Source: an optimization exercise on an open RTL-to-GDS flow (aim: small area, a short achievable clock period and few clock cycles per item). Production flows keep margins and buffers that such runs may drop. No run shown here included a check of the RTL's function; only the layout flow was run.

## flow/design.v (module list and top-level ports; edited modules follow where they fit)
// module hsv_to_rgb_converter_core: 1566 lines
// module hsv2rgb_top: 35 lines
module hsv2rgb_top (
	input  logic        clk,
	input  logic        arst_n,
	input  logic        start,
	output logic        busy,
	input  logic [12:0] hue,
	input  logic [6:0]  saturation,
	input  logic [6:0]  brightness,
	output logic        done,
	output logic [7:0]  red,
	output logic [7:0]  green,
	output logic [7:0]  blue,
	output logic        in_range
);
  // ...
==> flow/run.sh <==
#!/bin/bash
# synth_recipe.tcl (not shown) runs the flow's synth.tcl, then flattens the netlist and writes it again
# the make line also repeats each setting of config.mk as NAME=value (left out here)
make -C /OpenROAD-flow-scripts/flow DESIGN_CONFIG=/design/flow/config.mk WORK_HOME=/design/flow/orfs CLKGATE_MAP_FILE= SYNTH_SCRIPT=/design/flow/synth_recipe.tcl finish
==> flow/config.mk <==
export PLATFORM = sky130hd
export DESIGN_NAME = hsv2rgb_top
export DESIGN_NICKNAME = hsv2rgb_top
export VERILOG_FILES = /design/flow/design.v
export SDC_FILE = /design/flow/constraint.sdc
export NUM_CORES = 4
export LEC_CHECK = 0
export CAP_MARGIN = 20
export CORE_MARGIN = 2
export CORE_UTILIZATION = 40
export SLEW_MARGIN = 20
==> flow/constraint.sdc <==
create_clock -name core_clock -period 7.5 [get_ports {clk}]
set_input_delay 1.5000 -clock core_clock [delete_from_list [all_inputs] [get_ports {clk}]]
set_output_delay 1.5000 -clock core_clock [all_outputs]
set_load 0.01 [all_outputs]
==> metrics.md, run 1 <==
| Metric | Value |
|---|---|
| Routed metal-1 wirelength | 19300 um |
| R2r endpoint | u_core.x7[7] |
| Final Hold Vio Count | 0 |
| Most frequent cells after synthesis | 384 x inv_1, 333 x dfxtp_1, 235 x ha_1 |
| Syn. warnings | 1 |
| TAP cells | 688 |
| Post-CTS Setup Inserts | 0 |
| Setup TNS | 0 ps |
| Peak Freq | 0.208 GHz |
| Largest net degree at the start of global routing | 59 |
| Max Cap Viol | 0 |
| Final instance area | 23700 um^2 |
| Hold Path Depth | 0 |
| Layout area overhead | 12.2% |
| Setup slack at placement | 3270 ps |
| Worst setup EP type | output port |
| Crit path max-delay family | buffers and inverters |
| Clock buffers | 42 |
| Hold-fix buffers at CTS | 0 |
| Fill cells | 4913 |
| Die Y | 234 um |
| Worst-path clk slew | 60 ps |
| Final WS setup | 2700 ps |
| Area share of and/or/nand/nor cells after synthesis | 11.3% |
| R2R cell count | 14 |
| Combinational family with the most area after synthesis | adder cells |
| Syn Area/Cell | 9.79 um^2 |
| RSZ-0062 raised after global routing | no |
| Non-clk bufs | 62 |
| Sequential cell count | 340 |
| Max layer used | met4 |
| DR vias | 14000 |
| I/O pin count | 57 |
| Dominant class by area | multi-input combinational cells |
| CTS H-tree depth | 2 |
| Fraction of registers with async set/reset | 2.06% |
| Status | timing/DRC/antenna clean |
==> run 2, diff against run 1 <==
--- a/flow/config.mk
+++ b/flow/config.mk
@@ -10,2 +10,3 @@
 export CORE_UTILIZATION = 40
+export SETUP_SLACK_MARGIN = 4.3
 export SLEW_MARGIN = 20
==> run 2 against run 1 <==
Still clean. Synthesized cell count did not move. Critical path depth rose by 1. Routed wire length rose by 5.1%. Largest cell class unchanged.
==> metrics.md, run 2 <==
| Metric | Value |
|---|---|
| Largest net degree at the start of global routing | 59 (unchanged) |
| Final instance area | 25100 um^2 (was 23700 um^2) |
| RSZ-0062 raised after global routing | yes (was no) |
| CP arrival | 1950 ps (was 3300 ps) |
| Starting density of the core | 40.3% (unchanged) |
| Post-synthesis cell count | 2161 (unchanged) |
| Minimum clock period | 3450 ps (was 4800 ps) |
| Status | timing/DRC/antenna clean (unchanged) |
| CTS sink cnt | 340 (unchanged) |
| Routability cong. | 0.831 (was 0.883) |
| Worst-margin pin slew | 895 ps (was 1050 ps) |
| # DRC | 0 (unchanged) |
| Drt total wl | 46200 um (was 44000 um) |
| Die area | 54700 um^2 (unchanged) |
| Placed Instances | 2845 (unchanged) |
| Most frequent cells in the layout | 361 x inv_1, 286 x dfxtp_1, 223 x ha_1, 179 x fa_1, 132 x nand2_1 (was 384 x inv_1, 332 x dfxtp_1, 235 x ha_1, 196 x fa_1, 138 x and2_1) |
| DR vias | 14400 (was 14000) |
| Peak Freq | 0.289 GHz (was 0.208 GHz) |
| Clock Tree Root | clkbuf_16 (unchanged) |
| Period utilization | 46.1% (was 64.0%) |
| Vias in the first global route | 15300 (was 14800) |
| Most common cell after layout, fill and taps aside | inv_1 (unchanged) |
| Part of the Yosys area used for sequential elements | 32.4% (unchanged) |
| Setup violators final | 0 (unchanged) |
| Worst-path clk slew | 60 ps (about the same) |
| Startpoint Class | register (unchanged) |
| Dominant cell type by area after synthesis | dfxtp_1 (unchanged) |
| Layout area overhead | 18.7% (was 12.2%) |
| Number of DRC markers in iteration 0 | 741 (was 848) |
| Worst-Skew Late Latency | 560 ps (was 570 ps) |
| Most frequent cell after synthesis | inv_1 (unchanged) |
| Router iterations before antenna repair | 5 (was 6) |
| Max Cap Viol | 0 (unchanged) |
| Layout cells sized above 1 | 15.8% (was 4.49%) |
| Worst Path Required | 6000 ps (about the same) |
| IO Port Bufs | 55 (unchanged) |
| Layout Cells excl Fill | 3005 (was 2914) |
| Relative slew slack | 39.6% (was 29.8%) |
| Fraction of registers with async set/reset | 2.06% (unchanged) |
| Placed instance area | 22400 um^2 (about the same) |
| CORE AREA | 52400 um^2 (unchanged) |
| Hold-fix buffers at CTS | 0 (unchanged) |
| Final Hold Vio Count | 0 (unchanged) |
| Most frequent cells after synthesis | 384 x inv_1, 333 x dfxtp_1, 235 x ha_1 (unchanged) |
| CTS H-tree depth | 2 (unchanged) |
| Top reg by flops | u_core.p4_d (unchanged) |
| Max Clock Skew | 21.2 ps (was 22.0 ps) |
| Synth Flop Type | dfxtp_1 (unchanged) |
| Synthesized area | 21100 um^2 (unchanged) |
| TritonCTS clock tree | built (unchanged) |
| ANT cells | 0 (unchanged) |
| Wire per inst | 15.4 um (was 15.1 um) |
| Max Root-Sink Buffers | 3 (unchanged) |
| Die width | 234 um (unchanged) |
| Largest register FFs | 48 (unchanged) |
| First-pass GRT wire length | 76100 um (was 73100 um) |
| Remaining global-route overflow | 0 (unchanged) |
| Post-synth EDFFs | 0 (unchanged) |
| Count of antenna-violating nets left after detailed routing | 0 (unchanged) |
| Syn Area/Cell | 9.79 um^2 (unchanged) |
| Vias per Instance | 4.80 (was 4.81) |
| Die Y | 234 um (unchanged) |
| Setup TNS | 0 ps (unchanged) |
| Synth unique cells | 71 (unchanged) |
| DP HPWL | 33900 um (about the same) |
| Net count after synthesis | 2622 (unchanged) |
| Top flop regs | u_core.p4_d (48), u_core.vs2_d (25), u_core.p5 (24) (unchanged) |
| Kind of critical path | reg2out (unchanged) |
| Crit-path max FO | 7 (was 24) |
| Worst min-delay path category | reg2reg (unchanged) |
| I/O pin count | 57 (unchanged) |
| Top cells by area, synth | dfxtp_1 32%, fa_1 19%, ha_1 14%, inv_1 6.8%, and2_1 4.1% (unchanged) |
| Syn. warnings | 1 (unchanged) |
| Standard-cell rows | 84 (unchanged) |
| Top-area cell type share of the netlist area | 31.5% (unchanged) |
| Net count, final | 2747 (was 2659) |
| Worst setup EP type | output port (unchanged) |
| GR Util All Layers | 17.4% (was 16.7%) |
| Count of final max-slew check failures | 0 (unchanged) |
| Initial antenna violation count | 0 (unchanged) |
| Yosys reg bits | 340 (unchanged) |
| CTS buffer count | 39 (unchanged) |
| Flop2flop setup slack | 4170 ps (was 3790 ps) |
-- run 2: cell counts after synthesis --
Identical to the previous run, type by type.
-- run 2: final timing paths --
check | start | endpoint | depth (start not counted)
min in group asynchronous | arst_n | u_core.valid[1] | 1
worst max register to register | u_core.xq6[3] | u_core.x7[6] | 14
worst min register to register | u_core.sgn2 | u_core.sgn3 | 0
worst max-delay path | u_core.k7[0] | blue[6] | 6
worst min-delay path | u_core.sgn2 | u_core.sgn3 | 0
max in group asynchronous | arst_n | u_core.valid[6] | 1
-- run 2: timing repair --
action / in CTS / in global routing
pin swaps: 25 / 67
buffers inserted: 43 / 44
endpoints found under the setup margin: 65 / 63
cloned: 1 / 0
resized for setup: 252 / 106
-- run 2: layer usage --
metal,vias up,routed length (um),track usage (%)
li1,7123,-,-
met1,6950,20400,21.6
met4,0,1020,4.75
met2,262,23000,31.0
met5,-,0,0
met3,82,1820,3.02
-- run 2: area by class of cell --
cell class,instances,area [um^2]
inverters,384,1460
multi-input cells,1371,13200
clock buffers,47,1040
repair buffers,149,1300
repair inverters,1,7.51
well taps,688,861
flip-flops and latches,340,6970
fillers,4736,27300
clock inverters,25,273
-- run 2: cell families (layout without fill, tap and decap cells) --
| group | count (synthesis) | in the layout | share of synthesized area (%) |
|---|---|---|---|
| buffers and inverters | 450 | 606 | 8.00 |
| multiplexers | 28 | 28 | 1.37 |
| AO/OA/AOI/OAI | 307 | 307 | 9.36 |
| AND/OR/NAND/NOR | 479 | 479 | 11.3 |
| adder cells (fa/ha/maj) | 432 | 432 | 32.5 |
| other | 1 | 1 | 0.0177 |
| flip-flops | 340 | 340 | 32.4 |
| XOR/XNOR | 124 | 124 | 5.14 |
-- run 2: through the flow --
| stage | utilization, % | setup WS (ps) | hold WS (ps) |
|---|---|---|---|
| 6_report | 47.9 | 4050 | 309 |
| 5_1_grt | 47.9 | 3970 | 323 |
| 4_1_cts | 46.4 | 4060 | 313 |
| 3_5_place_dp | 42.6 | 3240 | 312 |
| 3_3_place_gp | 42.6 | 3310 | 310 |
| 2_1_floorplan | - | 4290 | 310 |
-- run 2: worst max-delay path: stages, from the launching register on --
cell and delay [ps]:
dfxtp_4 390, buf_4 150, buf_6 100, mux2_4 310, nor2_1 180, o32ai_2 110, buf_2 160

## afterwards: timing with drivers on the ports
The flow's constraints put no driver on any port. The routed layouts listed below were extracted and timed again, unchanged, in two steps.
Step 1, drivers: a clkbuf_16 drives clk and a buf_2 each remaining input, both assumed.
Step 2 also shifts input and output timing later by t, the mid clock arrival at the registers, as if the neighbouring blocks saw the same clock.
Three values: no drivers, after step 1, after step 2; two values: the first two.
run | t, ns | setup WS [ns] | worst hold slack (ns)
run 1 | 0.615 | 2.702 / 2.646 / 3.261 | 0.307 / 0.307 / 0.307
run 2 | 0.609 | 4.045 / 3.986 / 4.169 | 0.309 / 0.309 / 0.309
After both steps every run listed still meets setup and hold.
